Context: an optimization exercise on an open-source flow, tuned for small area. The choices shown serve that exercise and are no tape-out recipe.
Only simulation tests tie the RTL to the original design; equivalence was not proved.
No activity file was given, so power comes from the tool's default toggle rates.

rev 12:
==> module instr_register_pipe, before the edit <==
module instr_register_pipe #(
  parameter int DEPTH = 32,
  parameter int OP_W  = 8,
  localparam int AW    = $clog2(DEPTH),
  localparam int RES_W = 2 * OP_W
) (
  input  logic                    clk,
  input  logic                    reset,
  input  logic                    load_en,
  input  logic [AW-1:0]           write_pointer,
  input  logic [2:0]              opcode,
  input  logic [OP_W-1:0]         operand_a,
  input  logic [OP_W-1:0]         operand_b,
  input  logic                    clear_en,
  input  logic                    rd_en,
  input  logic [AW-1:0]           read_pointer,
  output logic                    rd_valid,
  output logic                    rd_hit,
  output logic [2:0]              rd_opcode,
  output logic [OP_W-1:0]         rd_operand_a,
  output logic [OP_W-1:0]         rd_operand_b,
  output logic [RES_W-1:0]        rd_result,
  output logic                    rd_div0,
  output logic [AW:0]             entry_count,
  output logic                    full
);
  localparam int EW = 3 + 2 * OP_W;
  logic            s1_valid;
  logic [AW-1:0]   s1_ptr;
  logic [EW-1:0]   s1_data;
  always_ff @(posedge clk) begin
    if (reset) s1_valid <= 1'b0;
    else       s1_valid <= load_en;
    s1_ptr  <= write_pointer;
    s1_data <= {opcode, operand_a, operand_b};
  end
  logic [EW-1:0]    mem [DEPTH];
  logic [DEPTH-1:0] valid_q;
  logic [AW:0]      count_q;
  logic [DEPTH-1:0] wsel;
  logic [3:0]       wpa;
  logic [7:0]       wpb;
  always_comb begin
    for (int i = 0; i < 4; i++) wpa[i] = s1_valid && (s1_ptr[1:0] == 2'(i));
    for (int j = 0; j < 8; j++) wpb[j] = (s1_ptr[4:2] == 3'(j));
  end
  localparam int NW = (DEPTH + 2) / 3;
  logic [NW*3-1:0] wsel_x, wval_x;
  logic [NW-1:0]   wgrp_n;
  logic            w_was_valid;
  always_comb begin
    wsel_x = {{(NW*3-DEPTH){1'b0}}, wsel};
    wval_x = {{(NW*3-DEPTH){1'b0}}, valid_q};
  end
  genvar gw;
  generate for (gw = 0; gw < DEPTH; gw++) begin : g_went
    logic [EW-1:0] ent;
    irp_inv u_wdrv (.a(~(wpa[gw % 4] & wpb[gw / 4])), .y(wsel[gw]));
    always_ff @(posedge clk) begin
      if (wsel[gw]) ent <= s1_data;
    end
    assign mem[gw] = ent;
  end endgenerate
  generate for (gw = 0; gw < NW; gw++) begin : g_wgrp
    irp_aoi222 u_aoi (
      .s0 (wsel_x[3*gw]),   .d0 (wval_x[3*gw]),
      .s1 (wsel_x[3*gw+1]), .d1 (wval_x[3*gw+1]),
      .s2 (wsel_x[3*gw+2]), .d2 (wval_x[3*gw+2]),
      .y  (wgrp_n[gw])
    );
  end endgenerate
  assign w_was_valid = ~&wgrp_n;
  always_ff @(posedge clk) begin
    if (reset || clear_en) begin
      valid_q <= '0;
      count_q <= '0;
    end else begin
      valid_q <= valid_q | wsel;
      if (s1_valid && !w_was_valid) count_q <= count_q + (AW+1)'(1);
    end
  end
  logic          rd_go, rd_hold;
  logic [EW-1:0] rd_q, rd_d;
  logic          rd_hit_d;
  assign rd_go   = rd_en & ~reset;
  assign rd_hold = ~rd_en & ~reset;
  localparam int NG = (DEPTH + 1 + 2) / 3;
  logic [EW-1:0] rin [NG*3];
  logic [NG*3-1:0] rs;
  logic [DEPTH-1:0] rs_drv;
  logic [3:0]       rpa;
  logic [7:0]       rpb;
  always_comb begin
    for (int i = 0; i < 4; i++) rpa[i] = rd_go && (read_pointer[1:0] == 2'(i));
    for (int j = 0; j < 8; j++) rpb[j] = (read_pointer[4:2] == 3'(j));
  end
  genvar gr;
  generate for (gr = 0; gr < DEPTH; gr++) begin : g_rsel
    irp_and3 u_rdrv (.a(rpa[gr % 4]), .b(rpb[gr / 4]), .c(valid_q[gr]), .y(rs_drv[gr]));
  end endgenerate
  always_comb begin
    for (int k = 0; k < NG*3; k++) begin
      if (k < DEPTH) begin
        rs[k]  = rs_drv[k];
        rin[k] = mem[k];
      end else if (k == DEPTH) begin
        rs[k]  = rd_hold;
        rin[k] = rd_q;
      end else begin
        rs[k]  = 1'b0;
        rin[k] = '0;
      end
    end
  end
  genvar gb, gg;
  generate for (gb = 0; gb < EW; gb++) begin : g_rbit
    logic [NG-1:0] grp_n;
    for (gg = 0; gg < NG; gg++) begin : g_grp
      irp_aoi222 u_aoi (
        .s0 (rs[3*gg]),   .d0 (rin[3*gg][gb]),
        .s1 (rs[3*gg+1]), .d1 (rin[3*gg+1][gb]),
        .s2 (rs[3*gg+2]), .d2 (rin[3*gg+2][gb]),
        .y  (grp_n[gg])
      );
    end
    assign rd_d[gb] = ~&grp_n;
  end endgenerate
  assign rd_hit_d = (rd_hold & rd_hit) | (|rs[DEPTH-1:0]);
  always_ff @(posedge clk) begin
    rd_valid <= rd_go;
    rd_hit   <= rd_hit_d;
    rd_q     <= rd_d;
  end
  assign {rd_opcode, rd_operand_a, rd_operand_b} = rd_q;
  alu_unit u_alu (
    .op   (rd_opcode),
    .a    (rd_operand_a),
    .b    (rd_operand_b),
    .res  (rd_result),
    .div0 (rd_div0)
  );
  assign entry_count = count_q;
  assign full        = count_q[AW];
endmodule
==> module irp_inv, before the edit <==
module irp_inv (
  input  logic a,
  output logic y
);
  assign y = ~a;
endmodule
export LEC_CHECK = 0
export CAP_MARGIN = 0
export CORE_MARGIN = 2
export CORE_UTILIZATION = 70
export PLACE_DENSITY = 0.8
export SLEW_MARGIN = 0
export SYNTH_HIERARCHICAL = 1
export SYNTH_MINIMUM_KEEP_SIZE = 0
create_clock -name core_clock -period 30.0 [get_ports {clk}]
standard.sh (not shown) runs the stock make flow with config.mk's settings and CLKGATE_MAP_FILE= SYNTH_SCRIPT=/design/flow/synth_recipe.tcl, a recipe that flattens the netlist after the stock synthesis.
==> flow/flow/run.sh <==
#!/bin/bash
# Own layout flow: the standard ORFS flow (standard.sh) with
#  - synthesis identical to synth_recipe.tcl except for the ABC mapping script
#    (area-oriented mapping; registers are mapped before ABC, so their names
#    and cell types are those of the standard synthesis),
#  - small port buffers,
#  - a clock tree built from smaller clock buffers without dummy loads.
# Each tool's full output goes to a log file in the work folder.
set -euo pipefail
WORK=$(pwd)
FLOWDIR=$WORK/flow

# Synthesis script: synth_recipe.tcl with ORFS synth.tcl patched to use our ABC script
cp "$FLOW_HOME/scripts/synth_preamble.tcl" "$WORK/my_preamble.tcl"
echo "set abc_args [lreplace \$abc_args 1 1 $FLOWDIR/abc_area.script]" >> "$WORK/my_preamble.tcl"
sed "s#source \$::env(SCRIPTS_DIR)/synth_preamble.tcl#source $WORK/my_preamble.tcl#" "$FLOW_HOME/scripts/synth.tcl" > "$WORK/my_synth_core.tcl"
sed "s#source \$::env(SCRIPTS_DIR)/synth.tcl#source $WORK/my_synth_core.tcl#" "$WORK/synth_recipe.tcl" > "$WORK/my_synth.tcl"
grep -q my_synth_core "$WORK/my_synth.tcl"
grep -q abc_area.script "$WORK/my_preamble.tcl"
sed "s#SYNTH_SCRIPT=[^ ]*#SYNTH_SCRIPT=$WORK/my_synth.tcl#" "$WORK/standard.sh" > "$WORK/my_standard.sh"
grep -q "SYNTH_SCRIPT=$WORK/my_synth.tcl" "$WORK/my_standard.sh"

export BUFFER_PORTS_ARGS="-buffer_cell sky130_fd_sc_hd__buf_1"
export CTS_ARGS="-sink_clustering_enable -repair_clock_nets -dont_use_dummy_load -buf_list sky130_fd_sc_hd__clkbuf_8 -sink_clustering_size 17 -sink_clustering_max_diameter 50"

bash "$WORK/my_standard.sh" synth > "$WORK/log_synth.txt" 2>&1
bash "$WORK/my_standard.sh" > "$WORK/log_layout.txt" 2>&1
==> flow/flow/abc_area.script <==
strash
dc2
dch -f
amap
topo
buffer -c
dnsize -c
Edits applied to the flow inputs when going from rev 12 to rev 13:
-- flow/design.v --
<<< rev 12, line 56
  generate for (gw = 0; gw < DEPTH; gw++) begin : g_went
    logic [EW-1:0] ent;
    irp_inv u_wdrv (.a(~(wpa[gw % 4] & wpb[gw / 4])), .y(wsel[gw]));
    always_ff @(posedge clk) begin
      if (wsel[gw]) ent <= s1_data;
>>> rev 13, line 56
  generate for (gw = 0; gw < DEPTH; gw++) begin : g_went
    logic [EW-1:0] ent;
    irp_and2 u_wdrv (.a(wpa[gw % 4]), .b(wpb[gw / 4]), .y(wsel[gw]));
    always_ff @(posedge clk) begin
      if (wsel[gw]) ent <= s1_data;
<<< rev 12, line 244
  assign y = ~((s0 & d0) | (s1 & d1) | (s2 & d2));
endmodule
module irp_inv (
  input  logic a,
  output logic y
);
  assign y = ~a;
endmodule
module irp_and3 (
>>> rev 13, line 244
  assign y = ~((s0 & d0) | (s1 & d1) | (s2 & d2));
endmodule
module irp_and2 (
  input  logic a, b,
  output logic y
);
  assign y = a & b;
endmodule
module irp_and3 (
Findings:
- Compared to rev 12, the router laid down more metal wire for rev 13.
- Taking rev 12 as the reference, in rev 13 multi-input gate share of total cell area has remained practically unchanged; number of buffers outside the clock class in the layout has increased; area enclosed by the die boundary has decreased.
- Rev 12 -> rev 13: final area flat
- Rev 13: initial antenna violation count 1 above rev 12
- Summary of rev 13 over rev 12: gate count of the mapped netlist shrank by 1.8%; post-route total power held steady.

== before ==
Another version of the RTL of instr_register_pipe (not shown whole).
Size: about 79 I/O pins, about 27000 µm² of cells after synthesis.
==> module instr_register_pipe, before the edit <==
module instr_register_pipe #(
  parameter int DEPTH = 32,
  parameter int OP_W  = 8,
  localparam int AW    = $clog2(DEPTH),
  localparam int RES_W = 2 * OP_W
) (
  input  logic                    clk,
  input  logic                    reset,
  input  logic                    load_en,
  input  logic [AW-1:0]           write_pointer,
  input  logic [2:0]              opcode,
  input  logic [OP_W-1:0]         operand_a,
  input  logic [OP_W-1:0]         operand_b,
  input  logic                    clear_en,
  input  logic                    rd_en,
  input  logic [AW-1:0]           read_pointer,
  output logic                    rd_valid,
  output logic                    rd_hit,
  output logic [2:0]              rd_opcode,
  output logic [OP_W-1:0]         rd_operand_a,
  output logic [OP_W-1:0]         rd_operand_b,
  output logic [RES_W-1:0]        rd_result,
  output logic                    rd_div0,
  output logic [AW:0]             entry_count,
  output logic                    full
);
  localparam int EW = 3 + 2 * OP_W;
  logic            s1_valid;
  logic [AW-1:0]   s1_ptr;
  logic [EW-1:0]   s1_data;
  always_ff @(posedge clk) begin
    if (reset) s1_valid <= 1'b0;
    else       s1_valid <= load_en;
    s1_ptr  <= write_pointer;
    s1_data <= {opcode, operand_a, operand_b};
  end
  logic [EW-1:0]    mem [DEPTH];
  logic [DEPTH-1:0] valid_q;
  logic [AW:0]      count_q;
  always_ff @(posedge clk) begin
    if (s1_valid) mem[s1_ptr] <= s1_data;
  end
  logic [DEPTH-1:0] wsel;
  localparam int NW = (DEPTH + 2) / 3;
  logic [NW*3-1:0] wsel_x, wval_x;
  logic [NW-1:0]   wgrp_n;
  logic            w_was_valid;
  always_comb begin
    for (int k = 0; k < DEPTH; k++) wsel[k] = s1_valid && (s1_ptr == AW'(k));
    wsel_x = {{(NW*3-DEPTH){1'b0}}, wsel};
    wval_x = {{(NW*3-DEPTH){1'b0}}, valid_q};
  end
  genvar gw;
  generate for (gw = 0; gw < NW; gw++) begin : g_wgrp
    irp_aoi222 u_aoi (
      .s0 (wsel_x[3*gw]),   .d0 (wval_x[3*gw]),
      .s1 (wsel_x[3*gw+1]), .d1 (wval_x[3*gw+1]),
      .s2 (wsel_x[3*gw+2]), .d2 (wval_x[3*gw+2]),
      .y  (wgrp_n[gw])
    );
  end endgenerate
  assign w_was_valid = ~&wgrp_n;
  always_ff @(posedge clk) begin
    if (reset || clear_en) begin
      valid_q <= '0;
      count_q <= '0;
    end else begin
      valid_q <= valid_q | wsel;
      if (s1_valid && !w_was_valid) count_q <= count_q + (AW+1)'(1);
    end
  end
  logic          rd_go, rd_hold;
  logic [EW-1:0] rd_q, rd_d;
  logic          rd_hit_d;
  assign rd_go   = rd_en & ~reset;
  assign rd_hold = ~rd_en & ~reset;
  localparam int NG = (DEPTH + 1 + 2) / 3;
  logic [EW-1:0] rin [NG*3];
  logic [NG*3-1:0] rs;
  always_comb begin
    for (int k = 0; k < NG*3; k++) begin
      if (k < DEPTH) begin
        rs[k]  = rd_go & valid_q[k] & (read_pointer == AW'(k));
        rin[k] = mem[k];
      end else if (k == DEPTH) begin
        rs[k]  = rd_hold;
        rin[k] = rd_q;
      end else begin
        rs[k]  = 1'b0;
        rin[k] = '0;
      end
    end
  end
  genvar gb, gg;
  generate for (gb = 0; gb < EW; gb++) begin : g_rbit
    logic [NG-1:0] grp_n;
    for (gg = 0; gg < NG; gg++) begin : g_grp
      irp_aoi222 u_aoi (
        .s0 (rs[3*gg]),   .d0 (rin[3*gg][gb]),
        .s1 (rs[3*gg+1]), .d1 (rin[3*gg+1][gb]),
        .s2 (rs[3*gg+2]), .d2 (rin[3*gg+2][gb]),
        .y  (grp_n[gg])
      );
    end
    assign rd_d[gb] = ~&grp_n;
  end endgenerate
  assign rd_hit_d = (rd_hold & rd_hit) | (|rs[DEPTH-1:0]);
  always_ff @(posedge clk) begin
    rd_valid <= rd_go;
    rd_hit   <= rd_hit_d;
    rd_q     <= rd_d;
  end
  assign {rd_opcode, rd_operand_a, rd_operand_b} = rd_q;
  alu_unit u_alu (
    .op   (rd_opcode),
    .a    (rd_operand_a),
    .b    (rd_operand_b),
    .res  (rd_result),
    .div0 (rd_div0)
  );
  assign entry_count = count_q;
  assign full        = count_q[AW];
endmodule
Settings: LEC_CHECK=0, CAP_MARGIN=0, CORE_MARGIN=2, CORE_UTILIZATION=70, PLACE_DENSITY=0.8, SLEW_MARGIN=0, SYNTH_HIERARCHICAL=1, SYNTH_MINIMUM_KEEP_SIZE=0; clock period 30.0 ns.
Scripts as last shown in full above: flow/flow/run.sh, flow/flow/abc_area.script
> inputs changed (before -> after)
--- a/flow/design.v
+++ b/flow/design.v
@@ -38,8 +38,5 @@
   logic [DEPTH-1:0] valid_q;
   logic [AW:0]      count_q;
-  always_ff @(posedge clk) begin
-    if (s1_valid) mem[s1_ptr] <= s1_data;
-  end
-  logic [DEPTH-1:0] wsel;
+  logic [DEPTH-1:0] wsel, wsel_n;
   localparam int NW = (DEPTH + 2) / 3;
   logic [NW*3-1:0] wsel_x, wval_x;
@@ -47,9 +44,17 @@
   logic            w_was_valid;
   always_comb begin
-    for (int k = 0; k < DEPTH; k++) wsel[k] = s1_valid && (s1_ptr == AW'(k));
+    for (int k = 0; k < DEPTH; k++) wsel_n[k] = !(s1_valid && (s1_ptr == AW'(k)));
     wsel_x = {{(NW*3-DEPTH){1'b0}}, wsel};
     wval_x = {{(NW*3-DEPTH){1'b0}}, valid_q};
   end
   genvar gw;
+  generate for (gw = 0; gw < DEPTH; gw++) begin : g_went
+    logic [EW-1:0] ent;
+    irp_inv u_wdrv (.a(wsel_n[gw]), .y(wsel[gw]));
+    always_ff @(posedge clk) begin
+      if (wsel[gw]) ent <= s1_data;
+    end
+    assign mem[gw] = ent;
+  end endgenerate
   generate for (gw = 0; gw < NW; gw++) begin : g_wgrp
     irp_aoi222 u_aoi (
@@ -78,8 +83,14 @@
   logic [EW-1:0] rin [NG*3];
   logic [NG*3-1:0] rs;
+  logic [DEPTH-1:0] rs_n, rs_drv;
+  genvar gr;
+  generate for (gr = 0; gr < DEPTH; gr++) begin : g_rsel
+    assign rs_n[gr] = !(rd_go && valid_q[gr] && (read_pointer == AW'(gr)));
+    irp_inv u_rdrv (.a(rs_n[gr]), .y(rs_drv[gr]));
+  end endgenerate
   always_comb begin
     for (int k = 0; k < NG*3; k++) begin
       if (k < DEPTH) begin
-        rs[k]  = rd_go & valid_q[k] & (read_pointer == AW'(k));
+        rs[k]  = rs_drv[k];
         rin[k] = mem[k];
       end else if (k == DEPTH) begin
@@ -223,2 +234,8 @@
   assign y = ~((s0 & d0) | (s1 & d1) | (s2 & d2));
 endmodule
+module irp_inv (
+  input  logic a,
+  output logic y
+);
+  assign y = ~a;
+endmodule
Results
- Timing endpoint of the critical path = rd_result[11]: before; timing endpoint of the critical path = rd_result[15]: after
- before has lower part of the total power dissipated in sequential elements than after.
- before -> after: hold violation total from the final report delta 0, exact match
- Depth of the worst register-to-register path was higher in the run labelled before.
- NOTE: aggregate routed wire length in after falls short of that of before
- Compared with before, after shows a mean instance size in the synthesized netlist that is about 1.5% lower.
- When after is measured against before, its critical path depth in cells turns out 1.1% lower.
- Synthesized area (after over before): increase, 1.1%

[static timing again, ports no longer ideal]
The results above use ideal ports. As a check the final layouts listed here were re-extracted and re-timed, cells and wires unchanged. Step 1: set_driving_cell puts a clkbuf_16 on clk and a buf_2 on each other input, an assumption about the parent block. Step 2 also shifts input and output timing later by t, the mid clock arrival at the registers, as if the neighbouring blocks saw the same clock. Three values: no drivers, after step 1, after step 2; two values: the first two.
run	shift t [ns]	setup WS [ns]	hold slack, ns	worst setup path at the end
rev 12	0.688	2.821 / 2.767 / 3.454	0.484 / 0.484 / 0.484	register to output
rev 13	0.684	2.317 / 2.268 / 2.953	0.485 / 0.485 / 0.485	register to output
before	0.683	2.645 / 2.594 / 3.277	0.492 / 0.492 / 0.492	register to output
after	0.665	2.889 / 2.840 / 3.505	0.396 / 0.396 / 0.396	register to output
After both steps setup and hold are still met in every run listed.
